From an optimization exercise on the open Yosys and OpenROAD flow, aimed at a short achievable clock period and few clock cycles; shortcuts taken in it are not production practice. Where RTL was checked, it was by simulation tests only, not by an equivalence proof against the original. Power is estimated from default activity; no workload was simulated.

==> run K <==
// icache_nway_lru
module icache_nway_lru #(
   parameter int ADDR_W = 32,
   parameter int WAYS   = 4,
   parameter int SETS   = 4,
   parameter int WPL    = 2
) (
   input  logic                clk,
   input  logic                reset,
   input  logic                proc_req,
   input  logic [ADDR_W-1:0]   address_from_proc,
   input  logic                flush,
   output logic [31:0]         data_to_proc,
   output logic                proc_resp_valid,
   output logic                hit_miss,
   output logic                busy,
   output logic                ram_req,
   output logic [ADDR_W-1:0]   address_to_ram,
   input  logic [32*WPL-1:0]   data_from_ram,
   input  logic                ram_access_done
);
export LEC_CHECK = 0
export ABC_CLOCK_PERIOD_IN_PS = 2000
export CAP_MARGIN = 20
export CORE_MARGIN = 2
export CORE_UTILIZATION = 65
export SETUP_SLACK_MARGIN = 5
export SLEW_MARGIN = 20
create_clock -name core_clock -period 8.5 [get_ports {clk}]
standard.sh (not shown) runs the stock make flow with config.mk's settings and CLKGATE_MAP_FILE= SYNTH_SCRIPT=/design/flow/synth_recipe.tcl, a recipe that flattens the netlist after the stock synthesis.
==> flow/flow/run.sh <==
#!/bin/bash
# Standard layout, with timing repair aiming further below the clock period.
set -euo pipefail
bash standard.sh SETUP_SLACK_MARGIN=6 finish > orfs_make.log 2>&1
==> run X: changes against run K <==
--- a/flow/design.v
+++ b/flow/design.v
@@ -1,10 +1,11 @@
 module icache_nway_lru #(
    parameter int ADDR_W = 32,
    parameter int WAYS   = 4,
    parameter int SETS   = 4,
-   parameter int WPL    = 2
+   parameter int WPL    = 2,
+   parameter int PAGE   = 12
 ) (
    input  logic                clk,
    input  logic                reset,
    input  logic                proc_req,
    input  logic [ADDR_W-1:0]   address_from_proc,
@@ -20,74 +21,95 @@
 );
    localparam int WSEL_W = $clog2(WPL);
    localparam int OFF    = WSEL_W + 2;
    localparam int IDX_W  = $clog2(SETS);
    localparam int TAG_W  = ADDR_W - OFF - IDX_W;
+   localparam int LO_W   = PAGE - OFF - IDX_W;    
+   localparam int HI_W   = TAG_W - LO_W;          
    localparam int NPAIR  = WAYS * (WAYS - 1) / 2;
    localparam int HALF   = WAYS / 2;    
    logic [SETS-1:0][WAYS-1:0]                  valid_q;
+   logic [SETS-1:0][WAYS-1:0]                  use_q;    
    logic [SETS-1:0][WAYS-1:0][TAG_W-1:0]       tag_q;
    logic [SETS-1:0][WAYS-1:0][WPL-1:0][31:0]   line_q;
    logic [SETS-1:0][NPAIR-1:0]                 ord_q;
    logic [SETS-1:0][WAYS-1:0]                  vic_q;
+   logic [HI_W-1:0]                            page_q;   
    logic [ADDR_W-1:OFF]     addr_q;       
    logic [TAG_W-1:0]        req_tag_q;    
    logic [SETS-1:0]         req_set_q;    
    logic [WSEL_W-1:0]       req_word_q;
    logic [SETS-1:0][WAYS-1:0] hit_line_q;  
-   logic                    req_a_q;      
-   logic                    req_b_q;      
+   logic                    again_q;      
+   logic                    ram_req_q;    
    logic                    resp_a_n_q;   
    logic                    resp_b_n_q;   
    logic                    hit_miss_q;
    logic                    flush_pend_q;  
    logic [31:0]             word_a_n_q;   
    logic [31:0]             word_b_n_q;
    logic refill;    
    logic resp;      
-   assign refill = req_a_q && req_b_q;
+   assign refill = ram_req_q;
    assign resp   = !(resp_a_n_q && resp_b_n_q);
    logic [TAG_W-1:0]          in_tag;
+   logic [HI_W-1:0]           in_page;
+   logic [LO_W-1:0]           in_lo;
    logic [IDX_W-1:0]          in_idx;
    logic [WSEL_W-1:0]         in_word;
    logic [SETS-1:0]           in_set;
-   logic                      accept;    
-   logic                      lookup;    
+   logic                      first;      
+   logic                      flush_now;  
+   logic                      page_ok;    
+   logic                      look;       
    logic [SETS-1:0][WAYS-1:0] line_hit;
-   logic                      hit_a;     
+   logic                      hit_a;      
    logic                      hit_b;
    logic [31:0]               word_a;
    logic [31:0]               word_b;
-   assign in_tag  = address_from_proc[ADDR_W-1:OFF+IDX_W];
-   assign in_idx  = address_from_proc[OFF+IDX_W-1:OFF];
-   assign in_word = address_from_proc[OFF-1:2];
-   assign accept  = proc_req && !refill;
-   assign lookup  = accept && !flush;
+   assign in_tag    = address_from_proc[ADDR_W-1:OFF+IDX_W];
+   assign in_page   = in_tag[TAG_W-1:LO_W];
+   assign in_lo     = in_tag[LO_W-1:0];
+   assign in_idx    = address_from_proc[OFF+IDX_W-1:OFF];
+   assign in_word   = address_from_proc[OFF-1:2];
+   assign first     = proc_req && !refill && !again_q;
+   assign flush_now = (flush || flush_pend_q) && !refill && !again_q;
+   assign page_ok   = (in_page == page_q);
+   assign look      = (first && !flush_now && page_ok) || again_q;
    always_comb begin
       for (int s = 0; s < SETS; s++)
          in_set[s] = (in_idx == IDX_W'(s));
    end
    always_comb begin
       for (int s = 0; s < SETS; s++)
          for (int w = 0; w < WAYS; w++)
-            line_hit[s][w] = lookup && in_set[s] && valid_q[s][w] &&
-                             (tag_q[s][w] == in_tag);
-   end
-   always_comb begin
+            line_hit[s][w] = in_set[s] && use_q[s][w] &&
+                             (tag_q[s][w][LO_W-1:0] == in_lo);
+   end
+   logic [WAYS-1:0][31:0] cand;
+   logic [WAYS-1:0]       way_hit;
+   always_comb begin
+      for (int w = 0; w < WAYS; w++) begin
+         cand[w]    = '0;
+         way_hit[w] = 1'b0;
+         for (int s = 0; s < SETS; s++) begin
+            cand[w]    = cand[w] | ({32{in_set[s]}} & line_q[s][w][in_word]);
+            way_hit[w] = way_hit[w] || line_hit[s][w];
+         end
+      end
       hit_a  = 1'b0;
       hit_b  = 1'b0;
       word_a = '0;
       word_b = '0;
-      for (int s = 0; s < SETS; s++)
-         for (int w = 0; w < WAYS; w++)
-            if (w < HALF) begin
-               hit_a  = hit_a || line_hit[s][w];
-               word_a = word_a | ({32{line_hit[s][w]}} & line_q[s][w][in_word]);
-            end else begin
-               hit_b  = hit_b || line_hit[s][w];
-               word_b = word_b | ({32{line_hit[s][w]}} & line_q[s][w][in_word]);
-            end
+      for (int w = 0; w < WAYS; w++)
+         if (w < HALF) begin
+            hit_a  = hit_a || way_hit[w];
+            word_a = word_a | ({32{way_hit[w]}} & cand[w]);
+         end else begin
+            hit_b  = hit_b || way_hit[w];
+            word_b = word_b | ({32{way_hit[w]}} & cand[w]);
+         end
    end
    logic              done;
    logic              upd;        
    logic [WAYS-1:0]   hit_way;    
    logic [WAYS-1:0]   cur_valid;
@@ -149,56 +171,64 @@
             nxt_vic[w] = 1'b1;
             found      = 1'b1;
          end
       if (!found) nxt_vic = lru;
    end
+   logic new_page;    
+   assign new_page = first && !page_ok;
    always_ff @(posedge clk) begin
       addr_q     <= address_from_proc[ADDR_W-1:OFF];
       hit_line_q <= line_hit;
       word_a_n_q <= refill ? ~data_from_ram[32*req_word_q +: 32] : ~word_a;
-      word_b_n_q <= ~word_b;
-      if (accept) begin
+      word_b_n_q <= refill ? '1 : ~word_b;
+      if (first) begin
          req_tag_q  <= in_tag;
          req_set_q  <= in_set;
          req_word_q <= in_word;
       end
    end
    always_ff @(posedge clk) begin
       if (!reset) begin
-         req_a_q      <= 1'b0;
-         req_b_q      <= 1'b0;
+         ram_req_q    <= 1'b0;
          resp_a_n_q   <= 1'b1;
          resp_b_n_q   <= 1'b1;
+         again_q      <= 1'b0;
          hit_miss_q   <= 1'b1;
          flush_pend_q <= 1'b0;
+         page_q       <= '0;
       end else begin
-         resp_a_n_q <= !(hit_a || done);
-         resp_b_n_q <= !hit_b;
+         resp_a_n_q <= !((look && hit_a) || done);
+         resp_b_n_q <= !(look && hit_b);
          hit_miss_q <= refill;
-         if (refill) begin
-            req_a_q <= !ram_access_done;
-            req_b_q <= !ram_access_done;
-         end else begin
-            req_a_q <= proc_req && !hit_a;
-            req_b_q <= !hit_b;
-         end
-         if (done)                 flush_pend_q <= 1'b0;
-         else if (refill && flush) flush_pend_q <= 1'b1;
+         again_q    <= new_page && !flush_now;
+         if (refill) ram_req_q <= !ram_access_done;
+         else        ram_req_q <= (first && flush_now) || (look && !(hit_a || hit_b));
+         if (refill || again_q) flush_pend_q <= flush_pend_q || flush;
+         else                   flush_pend_q <= 1'b0;
+         if (new_page) page_q <= in_page;
       end
    end
    logic clear;
-   assign clear = !reset || (flush && !refill) || (done && (flush || flush_pend_q));
+   assign clear = !reset || flush_now;
    always_ff @(posedge clk) begin
       for (int s = 0; s < SETS; s++) begin
          if (clear) begin
             valid_q[s] <= '0;
+            use_q[s]   <= '0;
             ord_q[s]   <= '0;
             vic_q[s]   <= WAYS'(1);
-         end else if (upd && req_set_q[s]) begin
-            valid_q[s] <= nxt_valid;
-            ord_q[s]   <= nxt_ord;
-            vic_q[s]   <= nxt_vic;
+         end else begin
+            if (new_page) begin
+               for (int w = 0; w < WAYS; w++)
+                  use_q[s][w] <= valid_q[s][w] && (tag_q[s][w][TAG_W-1:LO_W] == in_page);
+            end
+            if (upd && req_set_q[s]) begin
+               valid_q[s] <= nxt_valid;
+               ord_q[s]   <= nxt_ord;
+               vic_q[s]   <= nxt_vic;
+               if (refill) use_q[s] <= use_q[s] | acc;
+            end
          end
       end
    end
    always_ff @(posedge clk) begin
       for (int s = 0; s < SETS; s++)
==> flow/flow/run.sh (replaced) <==
#!/bin/bash
# Standard layout, with timing repair aiming further below the clock period and
# a few slow multi-input OR/NOR cells kept out of synthesis and repair.
set -euo pipefail
base=$(make -s -C "$FLOW_HOME" DESIGN_CONFIG="$PWD/config.mk" print-DONT_USE_CELLS | sed -n 's/^DONT_USE_CELLS: //p')
extra="sky130_fd_sc_hd__or3_1 sky130_fd_sc_hd__or3_2 sky130_fd_sc_hd__or3_4 sky130_fd_sc_hd__or3b_1 sky130_fd_sc_hd__or3b_2 sky130_fd_sc_hd__or3b_4 sky130_fd_sc_hd__or4_1 sky130_fd_sc_hd__or4_2 sky130_fd_sc_hd__or4_4 sky130_fd_sc_hd__or4b_1 sky130_fd_sc_hd__or4b_2 sky130_fd_sc_hd__or4b_4 sky130_fd_sc_hd__or4bb_1 sky130_fd_sc_hd__or4bb_2 sky130_fd_sc_hd__or4bb_4"
bash standard.sh SETUP_SLACK_MARGIN=6 "DONT_USE_CELLS=$base $extra"  finish > orfs_make.log 2>&1
- CORE_UTILIZATION: 65 -> 50
- PLACE_DENSITY: default -> 0.65
==> run C: changes against run K <==
--- a/flow/design.v
+++ b/flow/design.v
@@ -1,10 +1,11 @@
 module icache_nway_lru #(
    parameter int ADDR_W = 32,
    parameter int WAYS   = 4,
    parameter int SETS   = 4,
-   parameter int WPL    = 2
+   parameter int WPL    = 2,
+   parameter int TDUP   = 2
 ) (
    input  logic                clk,
    input  logic                reset,
    input  logic                proc_req,
    input  logic [ADDR_W-1:0]   address_from_proc,
@@ -23,14 +24,21 @@
    localparam int IDX_W  = $clog2(SETS);
    localparam int TAG_W  = ADDR_W - OFF - IDX_W;
    localparam int NPAIR  = WAYS * (WAYS - 1) / 2;
    localparam int HALF   = WAYS / 2;    
    logic [SETS-1:0][WAYS-1:0]                  valid_q;
-   logic [SETS-1:0][WAYS-1:0][TAG_W-1:0]       tag_q;
+   logic [TDUP-1:0][SETS-1:0][WAYS-1:0][TAG_W-1:0] tag_q;
    logic [SETS-1:0][WAYS-1:0][WPL-1:0][31:0]   line_q;
    logic [SETS-1:0][NPAIR-1:0]                 ord_q;
    logic [SETS-1:0][WAYS-1:0]                  vic_q;
+   logic [TDUP-1:0][TAG_W-1:0] tag_mask;
+   for (genvar gk = 0; gk < TDUP; gk++) begin : g_tag_mask_k
+      for (genvar gb = 0; gb < TAG_W; gb++) begin : g_tag_mask_b
+         assign tag_mask[gk][gb] = (gk == 1) || (gk == 2 && gb % 2 == 0) ||
+                                   (gk == 3 && gb % 2 == 1);
+      end
+   end
    logic [ADDR_W-1:OFF]     addr_q;       
    logic [TAG_W-1:0]        req_tag_q;    
    logic [SETS-1:0]         req_set_q;    
    logic [WSEL_W-1:0]       req_word_q;
    logic [SETS-1:0][WAYS-1:0] hit_line_q;  
@@ -64,30 +72,36 @@
    assign lookup  = accept && !flush;
    always_comb begin
       for (int s = 0; s < SETS; s++)
          in_set[s] = (in_idx == IDX_W'(s));
    end
-   always_comb begin
-      for (int s = 0; s < SETS; s++)
-         for (int w = 0; w < WAYS; w++)
-            line_hit[s][w] = lookup && in_set[s] && valid_q[s][w] &&
-                             (tag_q[s][w] == in_tag);
-   end
+   logic [TDUP-1:0][SETS-1:0][WAYS-1:0] line_hit_k;
+   always_comb begin
+      for (int k = 0; k < TDUP; k++)
+         for (int s = 0; s < SETS; s++)
+            for (int w = 0; w < WAYS; w++)
+               line_hit_k[k][s][w] = lookup && in_set[s] && valid_q[s][w] &&
+                                     ((tag_q[k][s][w] ^ tag_mask[k]) == in_tag);
+   end
+   assign line_hit = line_hit_k[0];
    always_comb begin
       hit_a  = 1'b0;
       hit_b  = 1'b0;
       word_a = '0;
       word_b = '0;
       for (int s = 0; s < SETS; s++)
          for (int w = 0; w < WAYS; w++)
-            if (w < HALF) begin
-               hit_a  = hit_a || line_hit[s][w];
-               word_a = word_a | ({32{line_hit[s][w]}} & line_q[s][w][in_word]);
-            end else begin
-               hit_b  = hit_b || line_hit[s][w];
-               word_b = word_b | ({32{line_hit[s][w]}} & line_q[s][w][in_word]);
-            end
+            for (int b = 0; b < 32; b++)
+               if (w < HALF) begin
+                  if (b == 0) hit_a = hit_a || line_hit_k[0][s][w];
+                  word_a[b] = word_a[b] ||
+                              (line_hit_k[b * TDUP / 32][s][w] && line_q[s][w][in_word][b]);
+               end else begin
+                  if (b == 0) hit_b = hit_b || line_hit_k[TDUP-1][s][w];
+                  word_b[b] = word_b[b] ||
+                              (line_hit_k[b * TDUP / 32][s][w] && line_q[s][w][in_word][b]);
+               end
    end
    logic              done;
    logic              upd;        
    logic [WAYS-1:0]   hit_way;    
    logic [WAYS-1:0]   cur_valid;
@@ -202,11 +216,12 @@
    end
    always_ff @(posedge clk) begin
       for (int s = 0; s < SETS; s++)
          for (int w = 0; w < WAYS; w++)
             if (reset && done && req_set_q[s] && vic_q[s][w]) begin
-               tag_q[s][w]  <= req_tag_q;
+               for (int k = 0; k < TDUP; k++)
+                  tag_q[k][s][w] <= req_tag_q ^ tag_mask[k];
                line_q[s][w] <= data_from_ram;
             end
    end
    assign data_to_proc    = ~(word_a_n_q & word_b_n_q);
    assign proc_resp_valid = resp;
- CORE_UTILIZATION: 65 -> 40
==> results.txt <==
item                                                                                        run K                    run C                    run X
Total number of multi-input combinational cells                                              2088                     3065                     1632
Sequential share of power                                                                   52.4%                    49.8%                    51.7%
Detail Placement HPWL                                                                    96400 um                159000 um                 78500 um
Number of cells produced by synthesis                                                        3900                     5476                     3481
Sequential fraction of total cell area                                                      54.5%                    53.6%                    59.5%
Clock latency of the later-clocked register in the worst-skew pair                        0.83 ns                  0.88 ns                  0.81 ns
Number of core rows                                                                           116                      170                      132
Routed wire length                                                                      273000 um                342000 um                189000 um
Proportion of power drawn by combinational gates                                             6.2%                     7.0%                     7.8%
Net count of the finished layout                                                             4822                     6463                     4101
Number of buffer and inverter stages on the critical path                                       5                        2                        2
Outcome                                                                           failed layout checks  complete, no violations  complete, no violations
Layout check failures                                               capacitance limit, slew limit                        -                        -
Net switching share of the total power                                                      22.7%                    22.8%                    22.3%
Combinational cell power                                                                  1060 uW                  1600 uW                  1410 uW
Total area of multi-input combinational cells                                           20900 um2                28100 um2                18600 um2
Power, Total                                                                             17200 uW                 22700 uW                 18000 uW
Testbench counts of run X, summed over its fixed seeds: cycles 44,685.
The RTL of run K and run C was laid out without a check of its function.

-- static timing again, ports no longer ideal --
The results above use ideal ports. As a check the final layouts listed here were re-extracted and re-timed, cells and wires unchanged. Step 1: set_driving_cell puts a clkbuf_16 on clk and a buf_2 on each other input, an assumption about the parent block. Step 2 times the ports against the registers' clock, not the clock port: input delays grow and output delays shrink by t, the midpoint of the rising clock arrivals with the driver on. a / b / c = ideal / step 1 / step 2; a / b = the first two.
run | shift t [ns] | slack for setup (ns) | hold slack, ns | worst register clock-pin slew, ns | pins driven straight from the clock port
run K | 0.889 | 5.100 / 5.150 / 4.261 | 0.462 / 0.462 / 0.462 | 0.08 / 0.08 | 1
run X | 0.876 | 5.409 / 5.325 / 4.462 | 0.467 / 0.467 / 0.467 | 0.07 / 0.07 | 1
run C | 0.933 | 5.279 / 5.192 / 4.404 | 0.452 / 0.452 / 0.452 | 0.07 / 0.07 | 1
The setup slack of run X, which loses most, moves by -0.084 ns with the drivers and by -0.947 ns with both steps.
